Context: an optimization exercise on an open-source flow, tuned for a short achievable clock period and few clock cycles. The choices shown serve that exercise and are no tape-out recipe.
The RTL was checked by simulation tests, not by an equivalence proof against the original design.
Power and IR drop assume default switching activity.

File: design.v
`default_nettype none
package avr_isa_pkg;
	localparam int NUM_REGS = 32;
	localparam int SREG_C = 0;
	localparam int SREG_Z = 1;
	localparam int SREG_N = 2;
	localparam int SREG_V = 3;
	localparam int SREG_S = 4;
	localparam int SREG_H = 5;
	typedef logic [15:0] opcode_t;
	typedef logic [4:0] reg_sel_t;
	typedef logic [7:0] byte_t;
	typedef logic [7:0] sreg_t;
	typedef logic [1:0] step_t;
	typedef logic signed [11:0] pc_off_t;
	typedef enum logic [3:0] {
		ALU_MOVE, ALU_MOVR, ALU_ADD, ALU_SUB, ALU_AND, ALU_OR,
		ALU_EOR, ALU_NEG, ALU_SWAP, ALU_LSR, ALU_ASR, ALU_ROR
	} alu_op_e;
	typedef enum logic [1:0] {
		PC_NEXT, PC_HOLD, PC_REL
	} pc_act_e;
	typedef struct packed {
		alu_op_e alu_op;
		reg_sel_t dest;
		logic store;
		logic use_carry;
		logic use_const;
		byte_t const_val;
		logic from_mem;
	} ex_ctrl_t;
	typedef struct packed {
		reg_sel_t sel_a;
		reg_sel_t sel_b;
		ex_ctrl_t ex;
		pc_act_e pc_act;
		pc_off_t pc_off;
		step_t next_step;
		logic mem_wen;
		logic mem_ren;
	} dec_t;
endpackage
`default_nettype wire
`default_nettype none
package avr_mem_pkg;
	typedef logic [15:0] addr_t;
	typedef struct packed {
		addr_t addr;
		logic wen;
		logic ren;
		logic [7:0] wdata;
	} dmem_req_t;
endpackage
`default_nettype wire
`default_nettype none
module avr_decoder (
	input wire avr_isa_pkg::opcode_t opcode,
	input wire avr_isa_pkg::step_t step,
	input wire avr_isa_pkg::sreg_t flags_next,
	output avr_isa_pkg::dec_t dec
);
	avr_isa_pkg::reg_sel_t op_rd;
	avr_isa_pkg::reg_sel_t op_rr;
	avr_isa_pkg::reg_sel_t op_rdi;
	avr_isa_pkg::byte_t op_k;
	assign op_rd = opcode[8:4];
	assign op_rr = {opcode[9], opcode[3:0]};
	assign op_rdi = {1'b1, opcode[7:4]};
	assign op_k = {opcode[11:8], opcode[3:0]};
	always_comb begin
		dec = '0;
		dec.sel_a = op_rd;
		dec.sel_b = op_rr;
		dec.ex.alu_op = avr_isa_pkg::ALU_MOVE;
		dec.ex.dest = op_rd;
		dec.pc_act = avr_isa_pkg::PC_NEXT;
		casez (opcode)
		16'b000?_????_????_????, 16'b0010_????_????_????: begin
			case (opcode[13:10])
			4'b0001: begin
				dec.ex.alu_op = avr_isa_pkg::ALU_SUB;
				dec.ex.use_carry = 1'b1;
			end
			4'b0010: begin
				dec.ex.alu_op = avr_isa_pkg::ALU_SUB;
				dec.ex.use_carry = 1'b1;
				dec.ex.store = 1'b1;
			end
			4'b0011: begin
				dec.ex.alu_op = avr_isa_pkg::ALU_ADD;
				dec.ex.store = 1'b1;
			end
			4'b0101: dec.ex.alu_op = avr_isa_pkg::ALU_SUB;
			4'b0110: begin
				dec.ex.alu_op = avr_isa_pkg::ALU_SUB;
				dec.ex.store = 1'b1;
			end
			4'b0111: begin
				dec.ex.alu_op = avr_isa_pkg::ALU_ADD;
				dec.ex.use_carry = 1'b1;
				dec.ex.store = 1'b1;
			end
			4'b1000: begin
				dec.ex.alu_op = avr_isa_pkg::ALU_AND;
				dec.ex.store = 1'b1;
			end
			4'b1001: begin
				dec.ex.alu_op = avr_isa_pkg::ALU_EOR;
				dec.ex.store = 1'b1;
			end
			4'b1010: begin
				dec.ex.alu_op = avr_isa_pkg::ALU_OR;
				dec.ex.store = 1'b1;
			end
			4'b1011: begin
				dec.ex.alu_op = avr_isa_pkg::ALU_MOVR;
				dec.ex.store = 1'b1;
			end
			default: dec.ex.store = 1'b0;
			endcase
		end
		16'b0011_????_????_????, 16'b01??_????_????_????: begin
			dec.sel_a = op_rdi;
			dec.ex.dest = op_rdi;
			dec.ex.use_const = 1'b1;
			dec.ex.const_val = op_k;
			dec.ex.store = 1'b1;
			case (opcode[14:12])
			3'b011: begin
				dec.ex.alu_op = avr_isa_pkg::ALU_SUB;
				dec.ex.store = 1'b0;
			end
			3'b100: begin
				dec.ex.alu_op = avr_isa_pkg::ALU_SUB;
				dec.ex.use_carry = 1'b1;
			end
			3'b101: dec.ex.alu_op = avr_isa_pkg::ALU_SUB;
			3'b110: dec.ex.alu_op = avr_isa_pkg::ALU_OR;
			default: dec.ex.alu_op = avr_isa_pkg::ALU_AND;
			endcase
		end
		16'b1110_????_????_????: begin
			dec.ex.dest = op_rdi;
			dec.ex.alu_op = avr_isa_pkg::ALU_MOVR;
			dec.ex.use_const = 1'b1;
			dec.ex.const_val = op_k;
			dec.ex.store = 1'b1;
		end
		16'b1001_010?_????_0???, 16'b1001_010?_????_1010: begin
			dec.ex.store = 1'b1;
			case (opcode[3:0])
			4'b0000: begin
				dec.ex.alu_op = avr_isa_pkg::ALU_EOR;
				dec.ex.use_const = 1'b1;
				dec.ex.const_val = 8'hff;
			end
			4'b0001: dec.ex.alu_op = avr_isa_pkg::ALU_NEG;
			4'b0010: dec.ex.alu_op = avr_isa_pkg::ALU_SWAP;
			4'b0011: begin
				dec.ex.alu_op = avr_isa_pkg::ALU_ADD;
				dec.ex.use_const = 1'b1;
				dec.ex.const_val = 8'd1;
			end
			4'b0101: dec.ex.alu_op = avr_isa_pkg::ALU_ASR;
			4'b0110: dec.ex.alu_op = avr_isa_pkg::ALU_LSR;
			4'b0111: dec.ex.alu_op = avr_isa_pkg::ALU_ROR;
			4'b1010: begin
				dec.ex.alu_op = avr_isa_pkg::ALU_SUB;
				dec.ex.use_const = 1'b1;
				dec.ex.const_val = 8'd1;
			end
			default: dec.ex.store = 1'b0;
			endcase
		end
		16'b1001_00??_????_0000: begin
			case (step)
			2'd0: dec.next_step = 2'd1;
			2'd1: begin
				if (opcode[9]) begin
					dec.mem_wen = 1'b1;
				end else begin
					dec.mem_ren = 1'b1;
					dec.next_step = 2'd2;
				end
			end
			2'd2: begin
				dec.pc_act = avr_isa_pkg::PC_HOLD;
				dec.ex.alu_op = avr_isa_pkg::ALU_MOVR;
				dec.ex.use_const = 1'b1;
				dec.ex.from_mem = 1'b1;
				dec.ex.store = 1'b1;
			end
			default: dec.next_step = 2'd0;
			endcase
		end
		16'b1100_????_????_????: begin
			dec.pc_act = avr_isa_pkg::PC_REL;
			dec.pc_off = opcode[11:0];
		end
		16'b1111_0???_????_????: begin
			if (flags_next[opcode[2:0]] != opcode[10]) begin
				dec.pc_act = avr_isa_pkg::PC_REL;
				dec.pc_off = {{5{opcode[9]}}, opcode[9:3]};
			end
		end
		default: dec.ex.store = 1'b0;
		endcase
	end
endmodule
`default_nettype wire
`default_nettype none
module avr_regfile (
	input wire logic clk,
	input wire logic reset,
	input wire avr_isa_pkg::reg_sel_t sel_a,
	input wire avr_isa_pkg::reg_sel_t sel_b,
	input wire avr_isa_pkg::reg_sel_t wb_sel,
	input wire avr_isa_pkg::byte_t wb_data,
	input wire logic wb_en,
	output avr_isa_pkg::byte_t rd_a,
	output avr_isa_pkg::byte_t rd_b
);
	avr_isa_pkg::byte_t regs [avr_isa_pkg::NUM_REGS];
	always_ff @(posedge clk) begin
		if (reset) begin
			for (int i = 0; i < avr_isa_pkg::NUM_REGS; i++) begin
				regs[i] <= '0;
			end
		end else if (wb_en) begin
			regs[wb_sel] <= wb_data;
		end
	end
	always_ff @(posedge clk) begin
		if (wb_en && wb_sel == sel_a) begin
			rd_a <= wb_data;
		end else begin
			rd_a <= regs[sel_a];
		end
		if (wb_en && wb_sel == sel_b) begin
			rd_b <= wb_data;
		end else begin
			rd_b <= regs[sel_b];
		end
	end
endmodule
`default_nettype wire
`default_nettype none
module avr_alu (
	input wire avr_isa_pkg::alu_op_e op,
	input wire logic use_carry,
	input wire avr_isa_pkg::byte_t rd_val,
	input wire avr_isa_pkg::byte_t rr_val,
	input wire avr_isa_pkg::sreg_t sreg_in,
	output avr_isa_pkg::byte_t result,
	output avr_isa_pkg::sreg_t sreg_out
);
	logic c_in;
	logic carry;
	logic [8:0] wide;
	avr_isa_pkg::byte_t res;
	logic f_c;
	logic f_h;
	logic f_v;
	logic upd;
	always_comb begin
		c_in = sreg_in[avr_isa_pkg::SREG_C];
		carry = use_carry & c_in;
		wide = '0;
		res = rd_val;
		f_c = c_in;
		f_h = sreg_in[avr_isa_pkg::SREG_H];
		f_v = 1'b0;
		upd = 1'b1;
		case (op)
		avr_isa_pkg::ALU_MOVE: upd = 1'b0;
		avr_isa_pkg::ALU_MOVR: begin
			res = rr_val;
			upd = 1'b0;
		end
		avr_isa_pkg::ALU_ADD: begin
			wide = {1'b0, rd_val} + {1'b0, rr_val} + {8'd0, carry};
			res = wide[7:0];
			f_c = wide[8];
			f_h = (rd_val[3] & rr_val[3]) | (rr_val[3] & ~res[3]) | (~res[3] & rd_val[3]);
			f_v = (rd_val[7] & rr_val[7] & ~res[7]) | (~rd_val[7] & ~rr_val[7] & res[7]);
		end
		avr_isa_pkg::ALU_SUB: begin
			wide = {1'b0, rd_val} - {1'b0, rr_val} - {8'd0, carry};
			res = wide[7:0];
			f_c = wide[8];
			f_h = (~rd_val[3] & rr_val[3]) | (rr_val[3] & res[3]) | (res[3] & ~rd_val[3]);
			f_v = (rd_val[7] & ~rr_val[7] & ~res[7]) | (~rd_val[7] & rr_val[7] & res[7]);
		end
		avr_isa_pkg::ALU_AND: res = rd_val & rr_val;
		avr_isa_pkg::ALU_OR: res = rd_val | rr_val;
		avr_isa_pkg::ALU_EOR: res = rd_val ^ rr_val;
		avr_isa_pkg::ALU_NEG: begin
			res = 8'd0 - rd_val;
			f_c = (res != 8'd0);
			f_h = res[3] | rd_val[3];
			f_v = (res == 8'h80);
		end
		avr_isa_pkg::ALU_SWAP: begin
			res = {rd_val[3:0], rd_val[7:4]};
			upd = 1'b0;
		end
		avr_isa_pkg::ALU_LSR: begin
			res = {1'b0, rd_val[7:1]};
			f_c = rd_val[0];
			f_v = rd_val[0];
		end
		avr_isa_pkg::ALU_ASR: begin
			res = {rd_val[7], rd_val[7:1]};
			f_c = rd_val[0];
			f_v = rd_val[7] ^ rd_val[0];
		end
		avr_isa_pkg::ALU_ROR: begin
			res = {c_in, rd_val[7:1]};
			f_c = rd_val[0];
			f_v = c_in ^ rd_val[0];
		end
		default: upd = 1'b0;
		endcase
		sreg_out = sreg_in;
		if (upd) begin
			sreg_out[avr_isa_pkg::SREG_H] = f_h;
			sreg_out[avr_isa_pkg::SREG_V] = f_v;
			sreg_out[avr_isa_pkg::SREG_N] = res[7];
			sreg_out[avr_isa_pkg::SREG_S] = res[7] ^ f_v;
			sreg_out[avr_isa_pkg::SREG_C] = f_c;
			if (op == avr_isa_pkg::ALU_SUB && use_carry) begin
				sreg_out[avr_isa_pkg::SREG_Z] = (res == 8'd0) & sreg_in[avr_isa_pkg::SREG_Z];
			end else begin
				sreg_out[avr_isa_pkg::SREG_Z] = (res == 8'd0);
			end
		end
	end
	assign result = res;
endmodule
`default_nettype wire
`default_nettype none
module avr_sequencer (
	input wire logic clk,
	input wire logic reset,
	input wire avr_isa_pkg::opcode_t cdata,
	input wire avr_isa_pkg::dec_t dec,
	input wire avr_isa_pkg::byte_t rd_a,
	output avr_isa_pkg::opcode_t opcode,
	output avr_isa_pkg::step_t step,
	output avr_mem_pkg::addr_t pc,
	output avr_mem_pkg::dmem_req_t dmem
);
	avr_mem_pkg::addr_t pc_q;
	avr_isa_pkg::step_t step_q;
	avr_isa_pkg::opcode_t held_q;
	avr_mem_pkg::addr_t off_ext;
	assign step = step_q;
	assign opcode = (step_q == 2'd0) ? cdata : held_q;
	always_comb begin
		off_ext = {{4{dec.pc_off[11]}}, dec.pc_off};
		if (reset) begin
			pc = '0;
		end else begin
			case (dec.pc_act)
			avr_isa_pkg::PC_HOLD: pc = pc_q;
			avr_isa_pkg::PC_REL: pc = pc_q + off_ext + 16'd1;
			default: pc = pc_q + 16'd1;
			endcase
		end
	end
	always_ff @(posedge clk) begin
		if (reset) begin
			pc_q <= '0;
			step_q <= '0;
		end else begin
			pc_q <= pc;
			step_q <= dec.next_step;
		end
	end
	always_ff @(posedge clk) begin
		held_q <= opcode;
	end
	always_comb begin
		dmem.wen = dec.mem_wen;
		dmem.ren = dec.mem_ren;
		if (dec.mem_wen || dec.mem_ren) begin
			dmem.addr = cdata;
		end else begin
			dmem.addr = '0;
		end
		if (dec.mem_wen) begin
			dmem.wdata = rd_a;
		end else begin
			dmem.wdata = '0;
		end
	end
endmodule
`default_nettype wire
`default_nettype none
module avr_execute (
	input wire logic clk,
	input wire logic reset,
	input wire avr_isa_pkg::ex_ctrl_t ex_in,
	input wire avr_isa_pkg::byte_t data_read,
	input wire avr_isa_pkg::byte_t rd_a,
	input wire avr_isa_pkg::byte_t rd_b,
	output avr_isa_pkg::reg_sel_t wb_sel,
	output avr_isa_pkg::byte_t wb_data,
	output logic wb_en,
	output avr_isa_pkg::sreg_t flags_next
);
	avr_isa_pkg::ex_ctrl_t ex_q;
	avr_isa_pkg::byte_t const_q;
	avr_isa_pkg::sreg_t sreg_q;
	avr_isa_pkg::byte_t operand_b;
	always_ff @(posedge clk) begin
		if (reset) begin
			ex_q <= '0;
			sreg_q <= '0;
		end else begin
			ex_q <= ex_in;
			sreg_q <= flags_next;
		end
	end
	always_ff @(posedge clk) begin
		const_q <= ex_in.from_mem ? data_read : ex_in.const_val;
	end
	assign operand_b = ex_q.use_const ? const_q : rd_b;
	avr_alu u_alu (
		.op(ex_q.alu_op),
		.use_carry(ex_q.use_carry),
		.rd_val(rd_a),
		.rr_val(operand_b),
		.sreg_in(sreg_q),
		.result(wb_data),
		.sreg_out(flags_next)
	);
	assign wb_sel = ex_q.dest;
	assign wb_en = ex_q.store;
endmodule
`default_nettype wire
`default_nettype none
module avr_cpu (
	input wire logic clk,
	input wire logic reset,
	input wire avr_isa_pkg::opcode_t cdata,
	input wire avr_isa_pkg::byte_t data_read,
	output avr_mem_pkg::addr_t pc,
	output avr_mem_pkg::dmem_req_t dmem
);
	avr_isa_pkg::opcode_t opcode;
	avr_isa_pkg::step_t step;
	avr_isa_pkg::dec_t dec;
	avr_isa_pkg::byte_t rd_a;
	avr_isa_pkg::byte_t rd_b;
	avr_isa_pkg::reg_sel_t wb_sel;
	avr_isa_pkg::byte_t wb_data;
	logic wb_en;
	avr_isa_pkg::sreg_t flags_next;
	avr_sequencer u_sequencer (
		.clk(clk),
		.reset(reset),
		.cdata(cdata),
		.dec(dec),
		.rd_a(rd_a),
		.opcode(opcode),
		.step(step),
		.pc(pc),
		.dmem(dmem)
	);
	avr_decoder u_decoder (
		.opcode(opcode),
		.step(step),
		.flags_next(flags_next),
		.dec(dec)
	);
	avr_regfile u_regfile (
		.clk(clk),
		.reset(reset),
		.sel_a(dec.sel_a),
		.sel_b(dec.sel_b),
		.wb_sel(wb_sel),
		.wb_data(wb_data),
		.wb_en(wb_en),
		.rd_a(rd_a),
		.rd_b(rd_b)
	);
	avr_execute u_execute (
		.clk(clk),
		.reset(reset),
		.ex_in(dec.ex),
		.data_read(data_read),
		.rd_a(rd_a),
		.rd_b(rd_b),
		.wb_sel(wb_sel),
		.wb_data(wb_data),
		.wb_en(wb_en),
		.flags_next(flags_next)
	);
endmodule
`default_nettype wire
`default_nettype none
module avr_top (
	input wire logic clk,
	input wire logic reset,
	input wire logic [15:0] cdata,
	input wire logic [7:0] data_read,
	output logic [15:0] pc,
	output logic [15:0] dmem_addr,
	output logic dmem_wen,
	output logic dmem_ren,
	output logic [7:0] dmem_wdata
);
	avr_mem_pkg::dmem_req_t dmem;
	avr_cpu u_cpu (
		.clk(clk),
		.reset(reset),
		.cdata(cdata),
		.data_read(data_read),
		.pc(pc),
		.dmem(dmem)
	);
	assign dmem_addr = dmem.addr;
	assign dmem_wen = dmem.wen;
	assign dmem_ren = dmem.ren;
	assign dmem_wdata = dmem.wdata;
endmodule
`default_nettype wire
File: run.sh
#!/bin/bash
# synth_recipe.tcl (not shown) runs the flow's synth.tcl, then flattens the netlist and writes it again
# the make line also repeats each setting of config.mk as NAME=value (left out here)
make -C /OpenROAD-flow-scripts/flow DESIGN_CONFIG=/design/flow/config.mk WORK_HOME=/design/flow/orfs CLKGATE_MAP_FILE= SYNTH_SCRIPT=/design/flow/synth_recipe.tcl finish
File: config.mk
export PLATFORM = sky130hd
export DESIGN_NAME = avr_top
export DESIGN_NICKNAME = avr_top
export VERILOG_FILES = /design/flow/design.v
export SDC_FILE = /design/flow/constraint.sdc
export NUM_CORES = 4
export LEC_CHECK = 0
export CAP_MARGIN = 20
export CORE_MARGIN = 2
export CORE_UTILIZATION = 40
export SLEW_MARGIN = 20
File: constraint.sdc
create_clock -name core_clock -period 10.0 [get_ports {clk}]
set_input_delay 2.0000 -clock core_clock [delete_from_list [all_inputs] [get_ports {clk}]]
set_output_delay 2.0000 -clock core_clock [all_outputs]
set_load 0.01 [all_outputs]
==> run notes <==
-- registers in the layout, summed over array words and instances, names as in the netlist --
signal,flops
u_cpu.u_execute.const_q,8
u_cpu.u_execute.ex_q,12
u_cpu.u_execute.sreg_q,6
u_cpu.u_regfile.rd_a,8
u_cpu.u_regfile.rd_b,8
u_cpu.u_regfile.regs,256
u_cpu.u_sequencer.held_q,16
u_cpu.u_sequencer.pc_q,16
u_cpu.u_sequencer.step_q,2
-- per-layer routing --
layer | part of all wire [%] | wire length (um)
met1 | 41 | 30300
met2 | 45 | 33600
met3 | 10 | 7450
met4 | 4.5 | 3390
met5 | 0 | 0
-- power by group --
group / total [mW] / switching (mW) / internal, mW
Clock: 1.45 / 0.606 / 0.844
Combinational: 0.800 / 0.554 / 0.245
Sequential: 1.59 / 0.0481 / 1.54
Total: 3.84 / 1.21 / 2.63
-- cells in the mapped netlist (all sizes together) (6+ instances only) --
cell type  number
nand2         598
nor2          343
nand3         276
edfxtp        256
clkbuf        160
a311oi         84
dfxtp          76
o21ai          68
a21oi          66
ha             63
inv            56
and3           54
nand2b         43
mux2i          36
buf            33
a31oi          31
a211oi         24
xnor2          23
and2           20
o22ai          17
nor3           16
nor2b          12
xor2           11
a21o           10
o211ai         10
o22a           10
o21a            9
a221oi          7
nor4            7
fa              6
nand3b          6
nor3b           6
or3             6
-- layout make-up --
| class | count | area [um^2] | area share, % |
|---|---|---|---|
| Tap cell | 680 | 851 | 3.63 |
| Sequential cell | 332 | 9210 | 39.3 |
| Timing Repair Buffer | 144 | 1250 | 5.35 |
| Clock buffer | 54 | 1050 | 4.49 |
| Multi-Input combinational cell | 1923 | 10600 | 45.4 |
| Inverter | 58 | 221 | 0.946 |
| Clock inverter | 17 | 201 | 0.860 |
-- critical path, delay by kind of cell (launching register included) --
family	cells	cell delay [ps]
buffers and inverters	4	500
muxes	1	400
xor gates and xnor gates	2	320
DFF	1	360
adders and majority gates	3	730
and+or+nand+nor	5	1040
AOI/OAI and AO/OA	18	3690
-- worst max-delay path by stage --
stage	start	endpoint	depth (start not counted)
2_1_floorplan	u_cpu.u_execute.ex_q[9]	pc[15]	34
3_3_place_gp	u_cpu.u_execute.ex_q[9]	pc[15]	33
3_5_place_dp	u_cpu.u_execute.ex_q[9]	pc[15]	33
4_1_cts	u_cpu.u_execute.ex_q[9]	pc[12]	34
5_1_grt	u_cpu.u_execute.ex_q[9]	pc[14]	33
6_report	u_cpu.u_execute.ex_q[9]	pc[15]	33
-- kinds of logic (layout without fill, tap and decap cells) --
family          Yosys count  in the layout  synth area share [%]
simple gates           1406           1406                  29.8
compound gates          376            376                  12.9
flops                   332            332                  44.8
buf+inv                 251            273                  4.69
fa+ha+maj                69             69                  4.42
mux                      38             38                  1.92
xor+xnor                 34             34                  1.45
-- per-stage QoR --
| step | instance area [um^2] | power (mW) | setup slack, ps | hold WS, ps |
|---|---|---|---|---|
| floorplan | 20500 | 2.08 | 1060 | 429 |
| global placement | 22100 | 2.38 | 333 | 480 |
| detailed placement | 22100 | 2.38 | 323 | 483 |
| CTS | 23300 | 3.82 | 0.752 | 495 |
| global route | 23400 | 3.96 | -42.4 | 537 |
| finish | 23400 | 3.84 | 378 | 496 |
-- timing repair --
item,in CTS,in global routing
hold endpoints to repair,0,0
hold buffers,0,0
endpoints found under the setup margin,4,7
setup buffers,0,5
pin swaps,0,7
resized for setup,4,26
==> results by group <==
Status
  – Status: timing/DRC/antenna clean

Setup path
  – Slowest CP cell: or3_1
  – RR Endpoint: u_cpu.u_sequencer.pc_q[15]
  – Worst R2R Path Depth: 32
  – CP Class: reg2out
  – Worst path required time: 8000 ps
  – Crit path capture type: output port
  – CP max FO: 7
  – Reg-to-reg slack, setup: slightly above 3000 ps
  – Slowest stage delay, CP: between 400 and 500 ps
  – CP Data Arrival Time: around 7600 ps
  – Reg2reg start: u_cpu.u_execute.ex_q[9]
  – Worst Setup Start Kind: flop

Clock tree
  – H-tree Lvls: 2
  – CTS clk-pin slew, worst paths: ~70 ps
  – Max Root-Sink Buffers: 3
  – Clk sinks: ~330
  – Clock buffer count from CTS: 39
  – CTS tree: yes
  – Root Driver: clkbuf_16
  – Clk Latency, worst-skew pair: between 500 and 600 ps

Global route
  – Initial antenna violation count: 0
  – Vias in the first global route: approximately 18000
  – Largest net degree at the start of global routing: around 80
  – Met1 GRT Util: a little under two fifths
  – GR peak layer: met2
  – Total GRT Usage: between 20 and 30%
  – Global-route wire length before repair: 113 mm
  – GRT overflow: 0
  – Met2 Use GR: a little over two fifths
  – Met3 track demand over resource: 4.78%

Place
  – Placed cells: 3132
  – Port bufs: between 60 and 70
  – Final Wtd Congestion: between 0.9 and 1
  – Post-DP HPWL: about 49 mm

Drt
  – # DRC: 0
  – Via/cell ratio: 6.09
  – Wirelength per Cell: between 20 and 25 um
  – 1st-iter DRT viols: between 2000 and 3000
  – Pre-Repair DR Iteration Count: 9
  – Final ANT Viol Nets: 0
  – Vias: 19540
  – Post-Route WL: 74.7 mm

Synthesis
  – Async SR Flop Fraction: 0%
  – Avg Cell Area, Syn: around 8.2 um^2
  – Mapped Area: 20500 um^2
  – Synth Register Bits: roughly 330
  – EDFF count, synth: roughly 260
  – Largest cells by area after synthesis: edfxtp_1, nand2_1, dfxtp_1, nand3_1, nor2_1
  – Syn nets: roughly 2600
  – Post-Synthesis Cells: 2506
  – Area share of the largest cell type after synthesis: 37.4%
  – Predominant post-synthesis flop cell: edfxtp_1
  – Register area share after synthesis: roughly 45%
  – Synth warn: 5
  – Library cells used by synthesis: 75
  – Yosys top cell by area: edfxtp_1

Power and ir drop
  – Power per cell area: 164 nW/um^2
  – Peak VDD IR: roughly 0.12 mV
  – Leak: around 9.1 nW

STA
  – Max Slew Vio Count: 0
  – Clock skew: between 20 and 30 ps
  – Slew @ Worst Pin: 1100 ps
  – Setup Viol. Count Final: 0
  – Final setup TNS: 0 ps
  – Tcrit/Tclk final: 96.2%
  – Final hold viol count: 0
  – Fmax: ~100 MHz
  – Worst rel slew slack: between 20% and 30%
  – Final min period: 9620 ps

Floorplan
  – FP Rows: 83
  – # IOs: 68
  – Initial Util: approximately two fifths
  – Die area: about 53000 um^2
  – Die Wd: between 200 and 250 um
  – Core box area: 51100 um^2
  – Die height: between 200 and 250 um

Layout
  – Ant diodes: 0
  – Most frequent cells in the layout: nand2_1, nor2_1, nand3_1
  – Final net count: around 2600
  – Layout Utilization: approximately 46%
  – Finished Layout Cells: 3208
  – Most common cell after layout, fill and taps aside: nand2_1
  – Fillcell total: 4975
  – Layout cell share with drive strength beyond 1: under 10%
  – Synth-to-Final Area Change: 14.0%

Min path
  – Hold path start: u_cpu.u_execute.sreg_q[3]
  – Hold Crit Class: reg2reg
  – Hold Crit Depth: 2
  – Hold endpoint: u_cpu.u_execute.sreg_q[3]

Run
  – Max cap viols: 0
Testbench counts, summed over its fixed seeds: cycles 143,573.

-- afterwards: timing with drivers on the ports --
No port has a modelled driver above. Below, the same layout with a new extraction and two added sets of constraints. Step 1: set_driving_cell puts a clkbuf_16 on clk and a buf_2 on each other input, an assumption about the parent block. Step 2 moves the port delays by t, midway between the first and last clock arrival at a register: inputs arrive t later, outputs are due t later. That takes back most of the time a late clock gives input paths. Slacks: ideal ports / drivers / drivers and shift; pairs: ideal ports / drivers.
t (ns): 0.617
setup WS [ns]: 0.378 / 0.325 / 0.825
pins driven straight from the clock port: 1
After both steps setup and hold are still met in this run. The setup slack of this run moves by -0.053 ns with the drivers and by +0.447 ns with both steps.
